From an optimization exercise on the open Yosys and OpenROAD flow, aimed at small area and a short achievable clock period; shortcuts taken in it are not production practice.
Function was checked by simulation only, so behaviour that the tests miss may differ from the original.
Power and IR drop assume default switching activity.

== v43 ==
==> flow/design.v (excerpt) <==
module param_rr_scheduler
#(
  parameter int NUM_PORTS  = 4,
  parameter int DATA_W     = param_rr_scheduler_pkg::DISPATCH_W,
  parameter int FIFO_DEPTH = 16,
  parameter int NUM_OUT    = 4,
  parameter int DEST_LSB   = param_rr_scheduler_pkg::DEST_LSB_DEF
) (
  input  logic                                      i_clk,
  input  logic                                      i_rst,
  input  logic [NUM_PORTS*DATA_W-1:0]               i_wr_data,
  input  logic [NUM_PORTS-1:0]                      i_wr_en,
  output logic [NUM_PORTS-1:0]                      o_full,
  output logic [NUM_PORTS*(param_rr_scheduler_pkg::clog2(FIFO_DEPTH)+1)-1:0] o_level,
  input  logic                                      i_mode,
  output logic                                      o_cb_valid,
  input  logic                                      i_cb_ready,
  output logic [DATA_W-1:0]                         o_cb_data,
  output logic [param_rr_scheduler_pkg::clog2(NUM_OUT)-1:0]                 o_cb_sel,
  output logic [param_rr_scheduler_pkg::clog2(NUM_PORTS)-1:0]               o_cb_src
);
  localparam int LW    = param_rr_scheduler_pkg::clog2(FIFO_DEPTH) + 1;
  localparam int SEL_W = param_rr_scheduler_pkg::clog2(NUM_OUT);
  localparam int SRC_W = param_rr_scheduler_pkg::clog2(NUM_PORTS);
  logic [DATA_W-1:0]    head [NUM_PORTS];
  logic [LW-1:0]        cnt  [NUM_PORTS];
  logic [NUM_PORTS-1:0] req;
  logic [NUM_PORTS-1:0] pop;
  logic [NUM_PORTS-1:0] rr_oh;      
  logic [NUM_PORTS-1:0] gnt_rr;
  logic [NUM_PORTS-1:0] gnt_sp;
  logic [NUM_PORTS-1:0] gnt;
  logic [SRC_W-1:0]     gnt_idx;
  logic                 gnt_vld;
  logic                 loadable;
  logic [DATA_W-1:0]    gnt_data;
  for (genvar k = 0; k < NUM_PORTS; k++) begin : g_q
    sched_fifo_sync #(
      .DATA_W(DATA_W),
      .DEPTH (FIFO_DEPTH)
    ) u_fifo (
      .i_clk    (i_clk),
      .i_rst    (i_rst),
      .i_wr_en  (i_wr_en[k]),
      .i_wr_data(i_wr_data[k*DATA_W +: DATA_W]),
      .i_rd_en  (pop[k]),
      .o_rd_data(head[k]),
      .o_count  (cnt[k]),
      .o_full   (o_full[k]),
      .o_nempty (req[k])
    );
    assign o_level[k*LW +: LW] = cnt[k];
    assign pop[k] = loadable && gnt[k];
  end
  assign loadable = !o_cb_valid || i_cb_ready;
  assign gnt_vld  = |req;
  always_comb begin : p_arb
    logic blocked;
    int   idx;
    gnt_sp  = '0;
  ...
Settings: LEC_CHECK=0, CAP_MARGIN=20, CORE_MARGIN=2, CORE_UTILIZATION=55, SETUP_SLACK_MARGIN=2.45, SLEW_MARGIN=20; clock period 4.5 ns.
standard.sh (not shown) runs the stock make flow with config.mk's settings and CLKGATE_MAP_FILE= SYNTH_SCRIPT=/design/flow/synth_recipe.tcl, a recipe that flattens the netlist after the stock synthesis.
==> flow/flow/run.sh <==
#!/bin/bash
# The standard ORFS layout (the standard.sh, standard synthesis), with
# three changes to how the layout is built:
#  - clock tree: larger sink clusters and no dummy loads, so fewer leaf
#    buffers drive the registers (every register still gets its clock
#    through the same three buffer levels);
#  - port buffers: a plain buf_2 on every input and output port instead of
#    the delay cell buffer_ports picks by default;
#  - pin placement: the crossbar output pins (o_cb_*) are kept together in
#    the middle of the top edge (flow/pre_io.tcl), so the output register
#    can sit next to them.
# make's full output goes to flow_make.log here; ORFS keeps each step's log
# under orfs/logs/.
set -euo pipefail
export CTS_ARGS="-sink_clustering_enable -repair_clock_nets -dont_use_dummy_load -sink_clustering_size 24 -sink_clustering_max_diameter 150"
export BUFFER_PORTS_ARGS="-buffer_cell sky130_fd_sc_hd__buf_2"
export PRE_IO_PLACEMENT_TCL="$PWD/flow/pre_io.tcl"
bash standard.sh finish > flow_make.log 2>&1
==> flow/flow/pre_io.tcl <==
# Keep the crossbar output pins together on the top edge, centred, so the
# output register sits next to them.
set die [[ord::get_db_block] getDieArea]
set w [expr {[$die xMax] / 1000.0}]
set lo [expr {round($w * 0.5 - 40)}]
set hi [expr {round($w * 0.5 + 40)}]
set_io_pin_constraint -pin_names [get_ports {o_cb_data* o_cb_sel* o_cb_src* o_cb_valid}] -region top:$lo-$hi
### v43 -> v33
==> flow/flow/run.sh <==
#!/bin/bash
# The standard ORFS layout (the standard.sh, standard synthesis), with
# two changes to how the layout is built:
#  - clock tree: larger sink clusters and no dummy loads, so fewer leaf
#    buffers drive the registers (every register still gets its clock
#    through the same three buffer levels);
#  - port buffers: a plain buf_2 on every input and output port instead of
#    the delay cell buffer_ports picks by default.
# make's full output goes to flow_make.log here; ORFS keeps each step's log
# under orfs/logs/.
set -euo pipefail
export CTS_ARGS="-sink_clustering_enable -repair_clock_nets -dont_use_dummy_load -sink_clustering_size 24 -sink_clustering_max_diameter 150"
export BUFFER_PORTS_ARGS="-buffer_cell sky130_fd_sc_hd__buf_2"
bash standard.sh finish > flow_make.log 2>&1
diff --git a/flow/config.mk b/flow/config.mk
--- a/flow/config.mk
+++ b/flow/config.mk
@@ -9,4 +9,4 @@
 export CORE_MARGIN = 2
 export CORE_UTILIZATION = 55
-export SETUP_SLACK_MARGIN = 2.45
+export SETUP_SLACK_MARGIN = 2.25
 export SLEW_MARGIN = 20
removed: flow/flow/pre_io.tcl
Notes after the runs:
Between v33 and v43, the difference in power per cell area is negligible.
In v33 relative to v43, sequential power had gone down slightly.
Of v33 and v43, v43 shows the higher total inserted antenna cells, with v33 below it.
> inputs changed (v33 -> v19)
==> flow/flow/run.sh <==
#!/bin/bash
# The standard ORFS layout (the standard.sh, standard synthesis), with
# three changes to how the layout is built:
#  - clock tree: larger sink clusters and no dummy loads, so fewer leaf
#    buffers drive the registers (every register still gets its clock
#    through the same three buffer levels);
#  - port buffers: a plain buf_2 on every input and output port instead of
#    the delay cell buffer_ports picks by default;
#  - pin placement: the crossbar output pins (o_cb_*) are kept together in
#    the middle of the top edge (flow/pre_io.tcl), so the output register
#    can sit next to them.
# make's full output goes to flow_make.log here; ORFS keeps each step's log
# under orfs/logs/.
set -euo pipefail
export CTS_ARGS="-sink_clustering_enable -repair_clock_nets -dont_use_dummy_load -sink_clustering_size 24 -sink_clustering_max_diameter 150"
export BUFFER_PORTS_ARGS="-buffer_cell sky130_fd_sc_hd__buf_2"
export PRE_IO_PLACEMENT_TCL="$PWD/flow/pre_io.tcl"
bash standard.sh finish > flow_make.log 2>&1
==> flow/flow/pre_io.tcl (new file) <==
# Keep the crossbar output pins together on the top edge, centred, so the
# output register sits next to them.
set die [[ord::get_db_block] getDieArea]
set w [expr {[$die xMax] / 1000.0}]
set lo [expr {round($w * 0.5 - 40)}]
set hi [expr {round($w * 0.5 + 40)}]
set_io_pin_constraint -pin_names [get_ports {o_cb_data* o_cb_sel* o_cb_src* o_cb_valid}] -region top:$lo-$hi
diff --git a/flow/config.mk b/flow/config.mk
--- a/flow/config.mk
+++ b/flow/config.mk
@@ -8,5 +8,5 @@
 export CAP_MARGIN = 20
 export CORE_MARGIN = 2
-export CORE_UTILIZATION = 55
-export SETUP_SLACK_MARGIN = 2.25
+export CORE_UTILIZATION = 65
+export SETUP_SLACK_MARGIN = 2.45
 export SLEW_MARGIN = 20
Results
Compared with v33, in v19 number of gates resized after cts increased by 188 relative to the old numbers; shortest period the worst path allows shrank by 0.049 ns; area of the mapped netlist held steady.
Worst setup path endpoint = g_q[0].u_fifo.mem[9][0]: v19; worst setup path endpoint = g_q[1].u_fifo.head[4]: v33
#### Input delta (v15 over v19)
==> flow/flow/run.sh <==
#!/bin/bash
# The standard ORFS layout (the standard.sh, standard synthesis), with
# two changes to how the layout is built:
#  - clock tree: larger sink clusters and no dummy loads, so fewer leaf
#    buffers drive the registers (every register still gets its clock
#    through the same three buffer levels);
#  - port buffers: a plain buf_2 on every input and output port instead of
#    the delay cell buffer_ports picks by default.
# make's full output goes to flow_make.log here; ORFS keeps each step's log
# under orfs/logs/.
set -euo pipefail
export CTS_ARGS="-sink_clustering_enable -repair_clock_nets -dont_use_dummy_load -sink_clustering_size 24 -sink_clustering_max_diameter 150"
export BUFFER_PORTS_ARGS="-buffer_cell sky130_fd_sc_hd__buf_2"
bash standard.sh finish > flow_make.log 2>&1
diff --git a/flow/config.mk b/flow/config.mk
--- a/flow/config.mk
+++ b/flow/config.mk
@@ -8,5 +8,5 @@
 export CAP_MARGIN = 20
 export CORE_MARGIN = 2
-export CORE_UTILIZATION = 65
+export CORE_UTILIZATION = 55
 export SETUP_SLACK_MARGIN = 2.45
 export SLEW_MARGIN = 20
removed: flow/flow/pre_io.tcl
[summary]
Diff v15 and v19: met2 usage lower in v15
The lower area of the multi-input gates of v15 and v19 is in v19.
From v19 to v15 the numbers moved as follows: data arrival time of the critical path went down by 1.26 ns, HPWL reported at the end of detailed placement went up by about 5%.

* * *

## indigo
Another version of the RTL of param_rr_scheduler (not shown whole).
For scale: about 4600 cells after synthesis, roughly 2200 flip-flops, ~200 I/O pins, ~80000 um2 of cells after synthesis.
// param_rr_scheduler
module param_rr_scheduler
#(
  parameter int NUM_PORTS  = 4,
  parameter int DATA_W     = param_rr_scheduler_pkg::DISPATCH_W,
  parameter int FIFO_DEPTH = 16,
  parameter int NUM_OUT    = 4,
  parameter int DEST_LSB   = param_rr_scheduler_pkg::DEST_LSB_DEF
) (
  input  logic                                      i_clk,
  input  logic                                      i_rst,
  input  logic [NUM_PORTS*DATA_W-1:0]               i_wr_data,
  input  logic [NUM_PORTS-1:0]                      i_wr_en,
  output logic [NUM_PORTS-1:0]                      o_full,
  output logic [NUM_PORTS*(param_rr_scheduler_pkg::clog2(FIFO_DEPTH)+1)-1:0] o_level,
  input  logic                                      i_mode,
  output logic                                      o_cb_valid,
  input  logic                                      i_cb_ready,
  output logic [DATA_W-1:0]                         o_cb_data,
  output logic [param_rr_scheduler_pkg::clog2(NUM_OUT)-1:0]                 o_cb_sel,
  output logic [param_rr_scheduler_pkg::clog2(NUM_PORTS)-1:0]               o_cb_src
);
clock: 4.5 ns
lec_check: 0
cap_margin: 20
core_margin: 2
core_utilization: 55
setup_slack_margin: 2.55
slew_margin: 20
==> flow/flow/run.sh <==
#!/bin/bash
# The standard ORFS layout (the standard.sh, standard synthesis), with
# three changes to how the layout is built:
#  - clock tree: larger sink clusters and no dummy loads, so fewer leaf
#    buffers drive the registers (every register still gets its clock
#    through the same three buffer levels);
#  - port buffers: a plain buf_2 on every input and output port instead of
#    the delay cell buffer_ports picks by default;
#  - pin placement: the crossbar output pins (o_cb_*) are kept together in
#    the middle of the top edge (flow/pre_io.tcl), so the output register
#    can sit next to them.
# make's full output goes to flow_make.log here; ORFS keeps each step's log
# under orfs/logs/.
set -euo pipefail
export CTS_ARGS="-sink_clustering_enable -repair_clock_nets -dont_use_dummy_load -sink_clustering_size 24 -sink_clustering_max_diameter 150"
export BUFFER_PORTS_ARGS="-buffer_cell sky130_fd_sc_hd__buf_2"
export PRE_IO_PLACEMENT_TCL="$PWD/flow/pre_io.tcl"
bash standard.sh finish > flow_make.log 2>&1
==> flow/flow/pre_io.tcl <==
# Keep the crossbar output pins together on the top edge, centred, so the
# output register sits next to them.
set die [[ord::get_db_block] getDieArea]
set w [expr {[$die xMax] / 1000.0}]
set lo [expr {round($w * 0.5 - 40)}]
set hi [expr {round($w * 0.5 + 40)}]
set_io_pin_constraint -pin_names [get_ports {o_cb_data* o_cb_sel* o_cb_src* o_cb_valid}] -region top:$lo-$hi
Both conditions hold for indigo: the flow ran to the end and the final layout passed the timing, design-rule and antenna checks.
diff inputs: indigo => amber
==> flow/flow/run.sh <==
#!/bin/bash
# The standard ORFS layout (the standard.sh, standard synthesis), with
# two changes to how the layout is built:
#  - clock tree: larger sink clusters and no dummy loads, so fewer leaf
#    buffers drive the registers (every register still gets its clock
#    through the same three buffer levels);
#  - port buffers: a plain buf_2 on every input and output port instead of
#    the delay cell buffer_ports picks by default.
# make's full output goes to flow_make.log here; ORFS keeps each step's log
# under orfs/logs/.
set -euo pipefail
export CTS_ARGS="-sink_clustering_enable -repair_clock_nets -dont_use_dummy_load -sink_clustering_size 24 -sink_clustering_max_diameter 150"
export BUFFER_PORTS_ARGS="-buffer_cell sky130_fd_sc_hd__buf_2"
bash standard.sh finish > flow_make.log 2>&1
removed: flow/flow/pre_io.tcl
amber packs its core tighter than indigo.
Against indigo, pin count of the biggest net entering global routing in amber fell by more than a quarter.
Re via count: amber and indigo aren't equal, and the higher value belongs to amber.
Changes observed in amber relative to indigo: post-route standard cell area excluding fillers now larger; final wirelength comparable.
Edits applied to the flow inputs when going from amber to yarrow:
# amber
export LEC_CHECK = 0
export CAP_MARGIN = 20
export CORE_MARGIN = 2
export CORE_UTILIZATION = 55
export SETUP_SLACK_MARGIN = 2.55
export SLEW_MARGIN = 20
create_clock -name core_clock -period 4.5 [get_ports {i_clk}]
# yarrow
export LEC_CHECK = 0
export ABC_CLOCK_PERIOD_IN_PS = 2500
export CAP_MARGIN = 20
export CORE_MARGIN = 2
export CORE_UTILIZATION = 55
export SETUP_SLACK_MARGIN = 2.45
export SLEW_MARGIN = 20
create_clock -name core_clock -period 4.5 [get_ports {i_clk}]
==> flow/flow/run.sh <==
#!/bin/bash
# The standard ORFS layout (the standard.sh, standard synthesis), with
# three changes to how the layout is built:
#  - clock tree: larger sink clusters and no dummy loads, so fewer leaf
#    buffers drive the registers (every register still gets its clock
#    through the same three buffer levels);
#  - port buffers: a plain buf_2 on every input and output port instead of
#    the delay cell buffer_ports picks by default;
#  - pin placement: the crossbar output pins (o_cb_*) are kept together in
#    the middle of the top edge (flow/pre_io.tcl), so the output register
#    can sit next to them.
# make's full output goes to flow_make.log here; ORFS keeps each step's log
# under orfs/logs/.
set -euo pipefail
export CTS_ARGS="-sink_clustering_enable -repair_clock_nets -dont_use_dummy_load -sink_clustering_size 24 -sink_clustering_max_diameter 150"
export BUFFER_PORTS_ARGS="-buffer_cell sky130_fd_sc_hd__buf_2"
export PRE_IO_PLACEMENT_TCL="$PWD/flow/pre_io.tcl"
bash standard.sh finish > flow_make.log 2>&1
==> flow/flow/pre_io.tcl (new file) <==
# Keep the crossbar output pins together on the top edge, centred, so the
# output register sits next to them.
set die [[ord::get_db_block] getDieArea]
set w [expr {[$die xMax] / 1000.0}]
set lo [expr {round($w * 0.5 - 40)}]
set hi [expr {round($w * 0.5 + 40)}]
set_io_pin_constraint -pin_names [get_ports {o_cb_data* o_cb_sel* o_cb_src* o_cb_valid}] -region top:$lo-$hi
Results
yarrow vs amber, maximum number of pins on one net before global-route repair went up by about 80%. Run comparison: yarrow start-to-end type of the worst setup path in -> reg; amber start-to-end type of the worst setup path reg -> reg. yarrow against amber: final cell count lost 0.67%, total combinational power decreased about 9%.

==> separate check: timing with driven ports <==
In the flow no input, the clock included, has a driving cell. The finished layouts below were timed again as built, in two steps.
Step 1 (the two cells are an assumption about what drives the block):
set clk [get_ports {i_clk}]
set_driving_cell -lib_cell sky130_fd_sc_hd__clkbuf_16 $clk
set_driving_cell -lib_cell sky130_fd_sc_hd__buf_2 [delete_from_list [all_inputs] $clk]
Step 2, shift: input delay + t, output delay - t, t = (earliest + latest rising clock arrival at the registers) / 2. This alone moves slack from input paths to output paths.
a / b / c = no drivers / after step 1 / after step 2; a / b = the first two.
run | shift t [ns] | setup slack, ns | worst setup path at the end
v43 | 0.841 | 2.219 / 2.132 / 1.528 | input to register
v33 | 0.821 | 2.202 / 2.192 / 1.511 | input to register
v19 | 0.804 | 2.251 / 2.188 / 1.535 | input to register
v15 | 0.825 | 2.253 / 2.168 / 1.601 | input to register
indigo | 0.814 | 2.260 / 2.219 / 1.508 | input to register
amber | 0.817 | 2.232 / 2.176 / 1.495 | input to register
yarrow | 0.804 | 2.268 / 2.206 / 1.520 | input to register
After both steps every run listed still meets setup and hold. The setup slack of indigo, which loses most, moves by -0.041 ns with the drivers and by -0.752 ns with both steps.
